What follows belongs to an exercise in optimizing a design on an open flow for small area and few clock cycles; a production flow would make more cautious choices. Only simulation tests tie the RTL to the original design; equivalence was not proved. Power figures rest on the tool's default switching activity, not on a simulated workload.

$ cat config.mk
export PLATFORM = sky130hd
export DESIGN_NAME = imu_uart_frame_parser
export DESIGN_NICKNAME = imu_uart_frame_parser
export VERILOG_FILES = /design/flow/design.v
export SDC_FILE = /design/flow/constraint.sdc
export NUM_CORES = 4
export LEC_CHECK = 0
export ABC_AREA = 1
export CAP_MARGIN = 20
export CORE_MARGIN = 2
export CORE_UTILIZATION = 70
export SLEW_MARGIN = 20
$ cat constraint.sdc
create_clock -name core_clock -period 10.0 [get_ports {i_clk}]
set_input_delay 2.0000 -clock core_clock [delete_from_list [all_inputs] [get_ports {i_clk}]]
set_output_delay 2.0000 -clock core_clock [all_outputs]
set_load 0.01 [all_outputs]
$ cat design.v
package imuf_pkg;
    localparam logic [7:0] HDR_BYTE   = 8'h55;
    localparam logic [7:0] TYPE_ACC   = 8'h51;
    localparam logic [7:0] TYPE_RATE  = 8'h52;
    localparam logic [7:0] TYPE_ANGLE = 8'h53;
    localparam logic [1:0] ST_ANGLE  = 2'd0;
    localparam logic [1:0] ST_RATE   = 2'd1;
    localparam logic [1:0] ST_OTHER  = 2'd2;
    localparam logic [1:0] ST_BADSUM = 2'd3;
endpackage
module imuf_cd_lo (
    input  logic [15:0] i_raw,
    output logic [5:0]  o_lo      
);
    logic [10:0] xs, p129, p125;
    logic [11:0] c1, c2, c3;
    logic        t, s;
    always_comb begin
        xs = i_raw[10:0];
        c1[0] = 1'b0;
        c2[0] = 1'b1;
        c3[0] = 1'b0;
        for (int i = 0; i < 11; i++) begin
            t        = (i >= 7) ? xs[i-7] : 1'b0;
            p129[i]  = xs[i] ^ t ^ c1[i];
            c1[i+1]  = (xs[i] & t) | (c1[i] & (xs[i] ^ t));
        end
        for (int i = 0; i < 11; i++) begin
            t        = ~((i >= 2) ? xs[i-2] : 1'b0);
            p125[i]  = p129[i] ^ t ^ c2[i];
            c2[i+1]  = (p129[i] & t) | (c2[i] & (p129[i] ^ t));
        end
        for (int i = 0; i < 11; i++) begin
            t        = (i >= 3) ? p125[i-3] : 1'b0;
            s        = p125[i] ^ t ^ c3[i];
            c3[i+1]  = (p125[i] & t) | (c3[i] & (p125[i] ^ t));
        end
        o_lo = {p125[10:8], c3[11], c2[11], c1[11]};
    end
endmodule
module imuf_cd_hi (
    input  logic [15:0] i_raw,
    input  logic [5:0]  i_lo,
    output logic [15:0] o_cd
);
    logic [26:0] xs;
    logic [26:0] p129, p125, p1125;
    logic [27:0] c1, c2, c3;
    logic [16:0] c4;
    logic        t;
    always_comb begin
        xs = 27'($signed(i_raw));
        p129  = '0;
        p125  = '0;
        p1125 = '0;
        c1 = '0;
        c2 = '0;
        c3 = '0;
        p125[10:8] = i_lo[5:3];
        c1[11] = i_lo[0];
        c2[11] = i_lo[1];
        c3[11] = i_lo[2];
        for (int i = 11; i < 24; i++) begin
            t        = xs[i-7];
            p129[i]  = xs[i] ^ t ^ c1[i];
            c1[i+1]  = (xs[i] & t) | (c1[i] & (xs[i] ^ t));
        end
        for (int i = 11; i < 23; i++) begin
            t        = ~xs[i-2];
            p125[i]  = p129[i] ^ t ^ c2[i];
            c2[i+1]  = (p129[i] & t) | (c2[i] & (p129[i] ^ t));
        end
        for (int i = 23; i < 27; i++) begin
            p125[i]  = p125[22];
        end
        for (int i = 11; i < 27; i++) begin
            t        = p125[i-3];
            p1125[i] = p125[i] ^ t ^ c3[i];
            c3[i+1]  = (p125[i] & t) | (c3[i] & (p125[i] ^ t));
        end
        c4[0] = i_raw[15] && (i_raw[10:0] != '0);
        for (int i = 0; i < 16; i++) begin
            o_cd[i]  = p1125[i+11] ^ c4[i];
            c4[i+1]  = p1125[i+11] & c4[i];
        end
    end
endmodule
module imu_uart_frame_parser #(
    parameter int FRAME_BYTES = 11,
    parameter int COUNT_BITS  = 32
) (
    input  logic        i_clk,
    input  logic        i_rst_n,
    input  logic        push,
    output logic        full,
    input  logic [7:0]  i_rx_byte,
    output logic        empty,
    input  logic        pop,
    output logic        o_frame_done,
    output logic [1:0]  o_frame_status,
    output logic signed [15:0] o_roll_sample,
    output logic signed [15:0] o_pitch_sample,
    output logic signed [15:0] o_yaw_sample,
    output logic signed [15:0] o_roll_centideg,
    output logic signed [15:0] o_pitch_centideg,
    output logic signed [15:0] o_yaw_centideg,
    output logic [31:0] o_total_bytes,
    output logic [31:0] o_checksum_failures,
    output logic [31:0] o_rate_frames,
    output logic [31:0] o_angle_frames
);
    localparam logic [3:0] LAST_POS = 4'(FRAME_BYTES - 1);
    localparam logic [3:0] POS_DONE = 4'd12;
    logic        r_valid;
    logic [3:0]  r_pos;
    logic [7:0]  r_sum;
    logic [1:0]  r_kind;           
    logic [7:0]  r_pay [6];        
    logic [15:0] r_raw [3];        
    logic [15:0] r_cd [3];         
    logic [15:0] r_cdq [2];        
    logic [5:0]  r_lo;             
    logic [5:0]  n_lo;
    logic [15:0] cd_in;
    logic [15:0] cd_out;
    logic [COUNT_BITS-1:0] r_total;
    logic [COUNT_BITS-1:0] r_fail;
    logic [COUNT_BITS-1:0] r_rate;
    logic [COUNT_BITS-1:0] r_angle;
    logic        accept;
    logic        inc_fail;
    logic        inc_rate;
    logic        inc_angle;
    logic [7:0]  sum_next;
    logic        hunt;
    logic        done;
    logic        hdr;
    logic        good_type;
    logic        close;
    logic [1:0]  status;
    assign full      = r_valid && !pop;
    assign accept    = push && !full;
    assign hdr       = (i_rx_byte == imuf_pkg::HDR_BYTE);
    assign good_type = (i_rx_byte == imuf_pkg::TYPE_ACC) || (i_rx_byte == imuf_pkg::TYPE_RATE) ||
                       (i_rx_byte == imuf_pkg::TYPE_ANGLE);
    assign done      = (r_pos[3:2] == 2'b11);
    assign hunt      = (r_pos == 4'd0) || done;
    assign close     = (r_pos == LAST_POS);
    assign status    = (r_sum != i_rx_byte) ? imuf_pkg::ST_BADSUM : r_kind;
    function automatic logic [COUNT_BITS-1:0] f_inc(input logic [COUNT_BITS-1:0] x,
                                                    input logic en);
        logic c;
        c = en;
        for (int i = 0; i < COUNT_BITS; i++) begin
            f_inc[i] = x[i] ^ c;
            c        = x[i] & c;
        end
    endfunction
    function automatic logic [7:0] f_add8(input logic [7:0] a, input logic [7:0] b);
        logic c;
        c = 1'b0;
        for (int i = 0; i < 8; i++) begin
            f_add8[i] = a[i] ^ b[i] ^ c;
            c         = (a[i] & b[i]) | (c & (a[i] ^ b[i]));
        end
    endfunction
    assign sum_next  = f_add8(r_sum, i_rx_byte);
    assign inc_fail  = accept && close && (status == imuf_pkg::ST_BADSUM);
    assign inc_rate  = accept && close && (status == imuf_pkg::ST_RATE);
    assign inc_angle = accept && close && (status == imuf_pkg::ST_ANGLE);
    always_ff @(posedge i_clk) begin
        if (!i_rst_n) begin
            r_valid <= 1'b0;
        end else if (accept) begin
            r_valid <= 1'b1;
        end else if (pop) begin
            r_valid <= 1'b0;
        end
    end
    always_ff @(posedge i_clk) begin
        if (!i_rst_n) begin
            r_pos <= '0;
        end else if (accept) begin
            if (hunt) begin
                r_pos <= hdr ? 4'd1 : 4'd0;
            end else if (r_pos == 4'd1) begin
                r_pos <= good_type ? 4'd2 : (hdr ? 4'd1 : 4'd0);
            end else if (close) begin
                r_pos <= POS_DONE | {2'b00, status};
            end else begin
                r_pos <= r_pos + 4'd1;
            end
        end
    end
    always_ff @(posedge i_clk) begin
        if (accept) begin
            if (hunt || (r_pos == 4'd1 && !good_type)) begin
                r_sum <= imuf_pkg::HDR_BYTE;
            end else begin
                r_sum <= sum_next;
            end
            if (r_pos == 4'd1) begin
                r_kind <= ~i_rx_byte[1:0];
            end
            if (r_pos >= 4'd2 && r_pos <= 4'd7) begin
                for (int k = 0; k < 5; k++) begin
                    r_pay[k] <= r_pay[k+1];
                end
                r_pay[5] <= i_rx_byte;
            end
            if (r_pos == 4'd3 || r_pos == 4'd5 || r_pos == 4'd7) begin
                r_lo <= n_lo;
            end
            if (r_pos == 4'd4) begin
                r_cdq[0] <= cd_out;
            end
            if (r_pos == 4'd6) begin
                r_cdq[1] <= cd_out;
            end
        end
    end
    always_ff @(posedge i_clk) begin
        if (!i_rst_n) begin
            r_total <= '0;
            r_fail  <= '0;
            r_rate  <= '0;
            r_angle <= '0;
            for (int a = 0; a < 3; a++) begin
                r_raw[a] <= '0;
                r_cd[a]  <= '0;
            end
        end else begin
            r_total <= f_inc(r_total, accept);
            r_fail  <= f_inc(r_fail, inc_fail);
            r_rate  <= f_inc(r_rate, inc_rate);
            r_angle <= f_inc(r_angle, inc_angle);
            if (inc_angle) begin
                for (int a = 0; a < 3; a++) begin
                    r_raw[a] <= {r_pay[2*a+1], r_pay[2*a]};
                end
                r_cd[0] <= r_cdq[0];
                r_cd[1] <= r_cdq[1];
                r_cd[2] <= cd_out;
            end
        end
    end
    assign cd_in = {r_pay[5], r_pay[4]};
    imuf_cd_lo u_cd_lo (.i_raw({i_rx_byte, r_pay[5]}), .o_lo(n_lo));
    imuf_cd_hi u_cd_hi (.i_raw(cd_in), .i_lo(r_lo), .o_cd(cd_out));
    assign empty               = !r_valid;
    assign o_frame_done        = done;
    assign o_frame_status      = done ? r_pos[1:0] : imuf_pkg::ST_ANGLE;
    assign o_roll_sample       = r_raw[0];
    assign o_pitch_sample      = r_raw[1];
    assign o_yaw_sample        = r_raw[2];
    assign o_roll_centideg     = r_cd[0];
    assign o_pitch_centideg    = r_cd[1];
    assign o_yaw_centideg      = r_cd[2];
    assign o_total_bytes       = 32'(r_total);
    assign o_checksum_failures = 32'(r_fail);
    assign o_rate_frames       = 32'(r_rate);
    assign o_angle_frames      = 32'(r_angle);
endmodule
$ cat flow/run.sh
#!/bin/bash
# Own layout flow: the standard flow (standard synthesis, floorplan, power
# grid, placement, CTS, routing) with these settings changed:
#  - the port buffers that global placement inserts are buf_1 cells;
#  - CTS builds the tree from clkbuf_8 cells, clusters up to 20 registers per
#    leaf buffer and adds no dummy loads.
# make's full output goes to flow_make.log in the work folder; ORFS keeps
# each step's own log under orfs/logs.
set -euo pipefail
export BUFFER_PORTS_ARGS="-buffer_cell sky130_fd_sc_hd__buf_1"
export CTS_ARGS="-sink_clustering_enable -repair_clock_nets -dont_use_dummy_load -buf_list sky130_fd_sc_hd__clkbuf_8 -sink_clustering_size 20 -sink_clustering_max_diameter 80"
bash standard.sh finish > flow_make.log 2>&1
$ cat standard.sh
#!/bin/bash
# synth_recipe.tcl (not shown) runs the flow's synth.tcl, then flattens the netlist and writes it again
# the make line also repeats each setting of config.mk as NAME=value (left out here)
make -C /OpenROAD-flow-scripts/flow DESIGN_CONFIG=/design/flow/config.mk WORK_HOME=/design/flow/orfs CLKGATE_MAP_FILE= SYNTH_SCRIPT=/design/flow/synth_recipe.tcl "${@:-finish}"
==> out/results.ini, run 1 <==
[detailed_routing]
viasPerCell = 5.08
antenna_left = 0
routed_wl_um = 27300
wl_per_cell_um = 15.4
drtIter0Drc = 544
drc = 0
vias = 9007
first_pass_iters = 5

[clocking]
h-tree-depth = 1
cts_resized = 0
clk_path_buf_depth = 3
clkTransAtPathRegs_ns = 0.12
clkLatencyLatePin_ns = 0.55
cts_setup_buffers = 0
clock_sinks = 325
numCtsBuffers = 20
clockRootBuffer = clkbuf_8
hold_buffers = 0
cts_tree = built

[power]
switching_power_mw = 0.636
p_int_mw = 1.74
sw_frac_of_total = 0.267
ir_drop_mv = 0.137
clkPwrFrac = 0.234
power_density_nw_per_um2 = 158
combPwrFrac = 0.165
power_frac_seq = 0.601
p_leak_nw = 7.79

[die]
num_rows = 51
io_pins = 241
die_width_um = 144
dieArea_sq_um = 20700
start_util = 0.709
core_area_sq_um = 19300
die_height_um = 144

[min_path]
hold_path.class = reg2reg
holdPathStages = 2
hp-start = r_cdq[1][0]$_DFFE_PP_
whs_endpoint = r_cd[1][0]$_SDFFE_PN0N_

[synthesis]
synth_seq_area_share = 0.545
syn_avg_cell_area_sq_um = 10.6
synth_cells = 1288
synth.distinct_cells = 30
synth_nets = 1512
synth_area_sq_um = 13700
ys.warnings.count = 7
synth-seq-cells = 325

[critical_path]
cpLargestDelayFamily = adder cells
r2r_slack_ns = 1.61
critical_path_class = in2reg
r2r_end = r_cd[2][15]$_SDFFE_PN0N_
crit_required_ns = 10.41
worstPathMaxFanout = 5
slowest_stage = ha_1
r2r_start = r_pay[5][3]$_DFFE_PP_
path_depth = 41
setup.worst_path.start_class = primary input
cpPeakStageDelay_ns = 0.28
crit_buf_inv = 2
arrival_ns = 9.40
cpMostUsedCell = ha_1
crit_path_end_kind = flop
r2r_cells = 24

[timing]
setup_violations = 0
post-route-period-util = 0.899
totalNegativeSetupSlack_ns = 0
max_freq_mhz = 111
tightestPinTransition_ns = 1.10
min_period_ns = 8.99
hold_viol = 0
slew_violations = 0
rsz0062_at_grt = false
relSlewSlack = 0.266
finalClockSkew_ns = 0.0364

[placed_design]
dp_hpwl_um = 19600
place_congestion = 0.905
io_buffers = 240

[final_layout]
mostFrequentLayoutCells = 239 x buf_1, 229 x dfxtp_1, 217 x nor2_1
final_layout_size_suffix_gt1_frac = 0.0331
n_fill_cell = 1356
diodes = 0
fin_util = 0.780
final_nets = 1735
final_common_cell = buf_1
area_growth_pct = 10.1

[global_routing]
grt_first_pass_wirelength_um = 42900
grt_use_total = 0.265
grt_max_degree = 121
grt_pass1_vias = 8721
grt_overflow = 0
antenna_found_initial = 0

[flow_run]
drv_cap = 0

[outcome]
status = timing/DRC/antenna clean

cells by family after synthesis:
group | Yosys count | share of synthesized area
AOI/OAI and AO/OA | 99 | 0.0368
xor gates and xnor gates | 11 | 0.00758
DFF | 325 | 0.545
adders and majority gates | 212 | 0.223
buffers and inverters | 241 | 0.0693
and+or+nand+nor | 400 | 0.119
Yosys cell counts:
cell type,n,share of area
clkbuf_1,30,0.0082
nor2_1,217,0.059
fa_1,53,0.077
nand4_2,2,0.0018
xnor2_2,1,0.0012
a22oi_1,1,0.00055
inv_2,2,0.00055
o21ai_0,69,0.025
edfxtp_1,96,0.21
dfxtp_1,229,0.33
and2_1,1,0.00046
nor3_1,9,0.0033
a21oi_1,5,0.0018
or2_2,3,0.0014
xnor2_1,7,0.0045
nor3_2,9,0.0066
o22ai_1,1,0.00046
nor4_1,2,0.00091
buf_2,12,0.0044
nand2_1,149,0.041
o21ai_1,21,0.0077
xor2_1,3,0.0019
nor3_4,1,0.0012
a31oi_1,1,0.00046
nand3_1,5,0.0018
a311oi_1,1,0.00064
nor2_2,2,0.00091
ha_1,159,0.15
inv_1,193,0.053
buf_6,4,0.0033
sequential cells by signal, indices dropped and copies added, names as in the netlist:
signal / flops
r_lo: 6
r_raw: 48
r_total: 32
r_angle: 32
r_sum: 8
r_cd: 48
r_pos: 4
r_rate: 32
r_kind: 2
r_cdq: 32
r_valid: 1
r_pay: 48
r_fail: 32
final cells by class:
type                    instances  area (sq um)  area share
clock buffers                  20           275      0.0183
inverters                     195           732      0.0485
multi-input cells             722          5320       0.353
flip-flops and latches        325          7470       0.495
well taps                     265           332      0.0220
repair buffers                247           957      0.0635
power by group through the flow:
stage          registers (mW)  logic [mW]  clock network, mW
4_1_cts                  1.43       0.396              0.571
6_report                 1.43       0.392              0.558
2_1_floorplan            1.46       0.253                  0
5_1_grt                  1.43       0.449              0.610
3_3_place_gp             1.46       0.378                  0
3_5_place_dp             1.46       0.392                  0
worst register-to-register path, cell delays in order, from the launching register on:
cell	delay, ns
edfxtp_1	0.64
fa_1	0.47
inv_1	0.08
fa_1	0.43
fa_1	0.41
fa_1	0.39
fa_1	0.53
fa_1	0.44
fa_1	0.40
fa_1	0.40
fa_1	0.40
fa_1	0.40
fa_1	0.39
fa_1	0.39
fa_1	0.40
fa_1	0.40
fa_1	0.37
inv_1	0.08
fa_1	0.41
ha_1	0.21
ha_1	0.18
xor2_1	0.15
inv_1	0.11
nor2_1	0.06
nor3_2	0.17
how the worst max path moves through the flow:
stage                      start                    end  slack (ns)
finish              i_rx_byte[3]  r_rate[31]$_SDFF_PN0_        1.01
global route        i_rx_byte[4]  r_rate[31]$_SDFF_PN0_        0.60
CTS                 i_rx_byte[3]  r_rate[31]$_SDFF_PN0_         1.0
detailed placement  i_rx_byte[3]  r_rate[31]$_SDFF_PN0_        0.44
global placement    i_rx_byte[3]  r_rate[31]$_SDFF_PN0_        0.70
floorplan           i_rx_byte[0]  r_rate[31]$_SDFF_PN0_        1.38
routing by layer:
| layer | GRT usage | wire length [um] |
|---|---|---|
| met3 | 0.0673 | 2210 |
| met1 | 0.340 | 11300 |
| met4 | 0.0619 | 552 |
| met5 | 0 | 0 |
| met2 | 0.454 | 13200 |
metrics by stage:
stage          total power [mW]  cell area, sq um  hold WS [ns]  worst slack [ns]  std cells
2_1_floorplan              1.71             13700         0.427              1.38       1288
3_3_place_gp               1.84             14800         0.432             0.704       1754
3_5_place_dp               1.85             14800         0.435             0.442       1754
4_1_cts                    2.40             15100         0.443             0.997       1774
5_1_grt                    2.49             15100         0.467             0.596       1774
6_report                   2.38             15100         0.445              1.01       1774
Testbench counts, summed over its fixed seeds: cycles 55,008.
==> inputs of run 2 (changes only) <==
==> flow/run.sh (replaced) <==
#!/bin/bash
# Own layout flow: the standard flow (standard synthesis, floorplan, power
# grid, placement, CTS, routing) with these settings changed:
#  - the port buffers that global placement inserts are buf_1 cells;
#  - CTS builds the tree from clkbuf_4 and clkbuf_8 cells, clusters up to 16 registers per
#    leaf buffer and adds no dummy loads.
# make's full output goes to flow_make.log in the work folder; ORFS keeps
# each step's own log under orfs/logs.
set -euo pipefail
export BUFFER_PORTS_ARGS="-buffer_cell sky130_fd_sc_hd__buf_1"
export CTS_ARGS="-sink_clustering_enable -repair_clock_nets -dont_use_dummy_load -buf_list {sky130_fd_sc_hd__clkbuf_4 sky130_fd_sc_hd__clkbuf_8} -sink_clustering_size 16 -sink_clustering_max_diameter 80"
bash standard.sh finish > flow_make.log 2>&1
==> run 2 against run 1 <==
  * Clock skew increased by 0.0048 ns
  * Sequential power about the same
  * Clock power grew 6.8%
==> out/results.ini, run 2 <==
[synthesis]
yosysTopAreaCell = dfxtp_1
synth.distinct_cells = 30  ; unchanged
netlist.area_leader.share = 0.335  ; unchanged
synth_nets = 1512  ; unchanged
ys.flop_type = dfxtp_1
async_flop_share = 0  ; unchanged
synth_edf_count = 96  ; unchanged
synth_seq_area_share = 0.545  ; unchanged
synth-seq-cells = 325  ; unchanged
yosysMostFrequentCell = dfxtp_1
synth_area_sq_um = 13700  ; unchanged
syn_avg_cell_area_sq_um = 10.6  ; unchanged
synth_cells = 1288  ; unchanged
ys.warnings.count = 7  ; unchanged
netlist_top_cells_area = dfxtp_1 33%, edfxtp_1 21%, ha_1 15%, fa_1 7.7%, nor2_1 5.9%
synth_common_cells = 229 x dfxtp_1, 217 x nor2_1, 193 x inv_1

[critical_path]
slowest_stage = ha_1
critical_path_class = in2reg
cpMostUsedCell = ha_1
crit_buf_inv = 2  ; unchanged
setup.worst_path.start_class = primary input
r2r_slack_ns = 1.64  ; +0.03 ns
crit_required_ns = 10.40  ; about the same
worstPathMaxFanout = 5  ; unchanged
arrival_ns = 9.35  ; -0.05 ns
cpPeakStageDelay_ns = 0.28  ; about the same
cpLargestDelayFamily = adder cells
crit_path_end_kind = flop

[detailed_routing]
drc = 0  ; unchanged
vias = 8992  ; -0.17%
wl_per_cell_um = 15.2  ; -0.99%
antenna_left = 0  ; unchanged
routed_wl_um = 27100  ; -0.77%
viasPerCell = 5.06  ; -0.39%
first_pass_iters = 5  ; unchanged
drtIter0Drc = 566  ; +4.0%

[timing]
finalClockSkew_ns = 0.0412  ; +0.00475 ns
post-route-period-util = 0.895  ; -0.00381
relSlewSlack = 0.269  ; +0.00295
rsz0062_at_grt = false
tightestPinTransition_ns = 1.10  ; -0.00443 ns
hold_viol = 0  ; unchanged
min_period_ns = 8.95  ; -0.0381 ns
totalNegativeSetupSlack_ns = 0  ; unchanged
max_freq_mhz = 112  ; +0.43%
setup_violations = 0  ; unchanged
slew_violations = 0  ; unchanged

[placed_design]
place_congestion = 0.905  ; unchanged
dp_hpwl_um = 19600  ; unchanged
placed_cell_area_sq_um = 14800  ; unchanged
io_buffers = 240  ; unchanged

[die]
io_pins = 241  ; unchanged
core_area_sq_um = 19300  ; unchanged
start_util = 0.709  ; unchanged
die_height_um = 144  ; unchanged
num_rows = 51  ; unchanged
dieArea_sq_um = 20700  ; unchanged
die_width_um = 144  ; unchanged

[clocking]
clkLatencyLatePin_ns = 0.54  ; about the same
cts_resized = 0  ; unchanged
clk_path_buf_depth = 3  ; unchanged
clock_sinks = 325  ; unchanged
clkTransAtPathRegs_ns = 0.10  ; -0.02 ns
cts_tree = built
hold_buffers = 0  ; unchanged
h-tree-depth = 1  ; unchanged
numCtsBuffers = 24  ; +20%
cts_setup_buffers = 0  ; unchanged
clockRootBuffer = clkbuf_8

[outcome]
status = timing/DRC/antenna clean

[final_layout]
mostFrequentLayoutCells = 239 x buf_1, 229 x dfxtp_1, 217 x nor2_1
biggestRegsByFlops = r_cd x48, r_pay x48, r_raw x48
diodes = 0  ; unchanged
final_cell_area_sq_um = 15100  ; +0.37%
final_nets = 1739  ; +0.23%
final_common_cell = buf_1
area_growth_pct = 10.5
final_layout_size_suffix_gt1_frac = 0.0357  ; +0.00256

[power]
p_leak_nw = 7.82  ; +0.37%
power_density_nw_per_um2 = 160  ; +1.3%
ir_drop_mv = 0.114  ; -17%
finalPower_mw = 2.42  ; +1.7%

[flow_run]
drv_cap = 0  ; unchanged

[global_routing]
grt_first_pass_wirelength_um = 42600  ; -0.68%
antenna_found_initial = 0  ; unchanged
grt_pass1_vias = 8684  ; -0.42%
met2_usage = 0.450  ; -0.00426
gr-max-usage-layer = met2
grt_overflow = 0  ; unchanged
grt.met3_usage = 0.0620  ; -0.00533
grt_max_degree = 121  ; unchanged
grt_use_met1 = 0.339  ; -0.00157
grt_use_total = 0.263  ; -0.00190

[min_path]
hold_path.class = reg2reg

## run 2: cell counts after synthesis
Identical to the previous run, type by type.
## run 2: final timing paths
check	from	to	depth (start not counted)
setup / recovery	i_rx_byte[3]	r_rate[31]$_SDFF_PN0_	41
setup reg to reg	r_pay[5][3]$_DFFE_PP_	r_cd[2][15]$_SDFFE_PN0N_	24
hold reg to reg	r_cdq[1][0]$_DFFE_PP_	r_cd[1][0]$_SDFFE_PN0N_	2
hold / removal	r_cdq[1][0]$_DFFE_PP_	r_cd[1][0]$_SDFFE_PN0N_	2
## run 2: cells by family after synthesis
| family | after synthesis | share of synthesized area |
|---|---|---|
| DFF | 325 | 0.545 |
| AOI/OAI and AO/OA | 99 | 0.0368 |
| xor gates and xnor gates | 11 | 0.00758 |
| buffers and inverters | 241 | 0.0693 |
| adders and majority gates | 212 | 0.223 |
| and+or+nand+nor | 400 | 0.119 |
## run 2: layout make-up
class	instances	area [sq um]
well taps	265	332
repair buffers	247	957
fillers	1365	4200
flip-flops and latches	325	7470
inverters	195	732
clock buffers	24	330
multi-input cells	722	5320
## run 2: report_power, final
part	total (mW)	switching, mW	leakage [nW]	internal, mW
clock network	0.596	0.381	0.173	0.215
logic	0.395	0.250	4.93	0.144
registers	1.43	0.0115	2.72	1.42
## run 2: per-layer routing
layer  routed length (um)  vias to the layer above  share of wire
li1                     -                     4481              -
met1                11400                     4223           0.42
met2                13000                      243           0.48
met3                 1950                       45          0.072
met4                  731                        0          0.027
met5                    0                        -              0
## run 2: tightest hold or removal path: cells and delay by family (launching register included)
family / cells / cell delay, ns
DFF: 1 / 0.33
and+or+nand+nor: 2 / 0.12
## run 2: through the flow
stage                util  setup slack, ns  std cells  hold slack, ns
floorplan               -             1.38       1288           0.427
global placement    0.766            0.704       1754           0.432
detailed placement  0.766            0.442       1754           0.435
CTS                 0.783             1.00       1778           0.449
global route        0.783            0.611       1778           0.465
finish              0.783             1.05       1778           0.454

[what the ideal ports hide]
No port has a modelled driver above. Below, the same layouts with a new extraction and two added sets of constraints.
Step 1 sets driving cells, clkbuf_16 on the clock port and buf_2 on the other inputs (assumed; they add their load-dependent delay and slew).
Step 2 times the ports against the registers' clock, not the clock port: input delays grow and output delays shrink by t, the midpoint of the rising clock arrivals with the driver on.
Three values: ideal ports, drivers, drivers and shift; two values: the first two.
run	shift t [ns]	slack for setup (ns)	worst setup path at the end	slew at the worst register clock pin (ns)	pins driven straight from the clock port
run 1	0.575	1.012 / 1.033 / 0.458	input to register	0.12 / 0.12	1
run 2	0.578	1.051 / 1.070 / 0.492	input to register	0.10 / 0.10	1
After both steps every run listed still meets setup and hold. The setup slack of run 2, which loses most, moves by +0.019 ns with the drivers and by -0.559 ns with both steps.
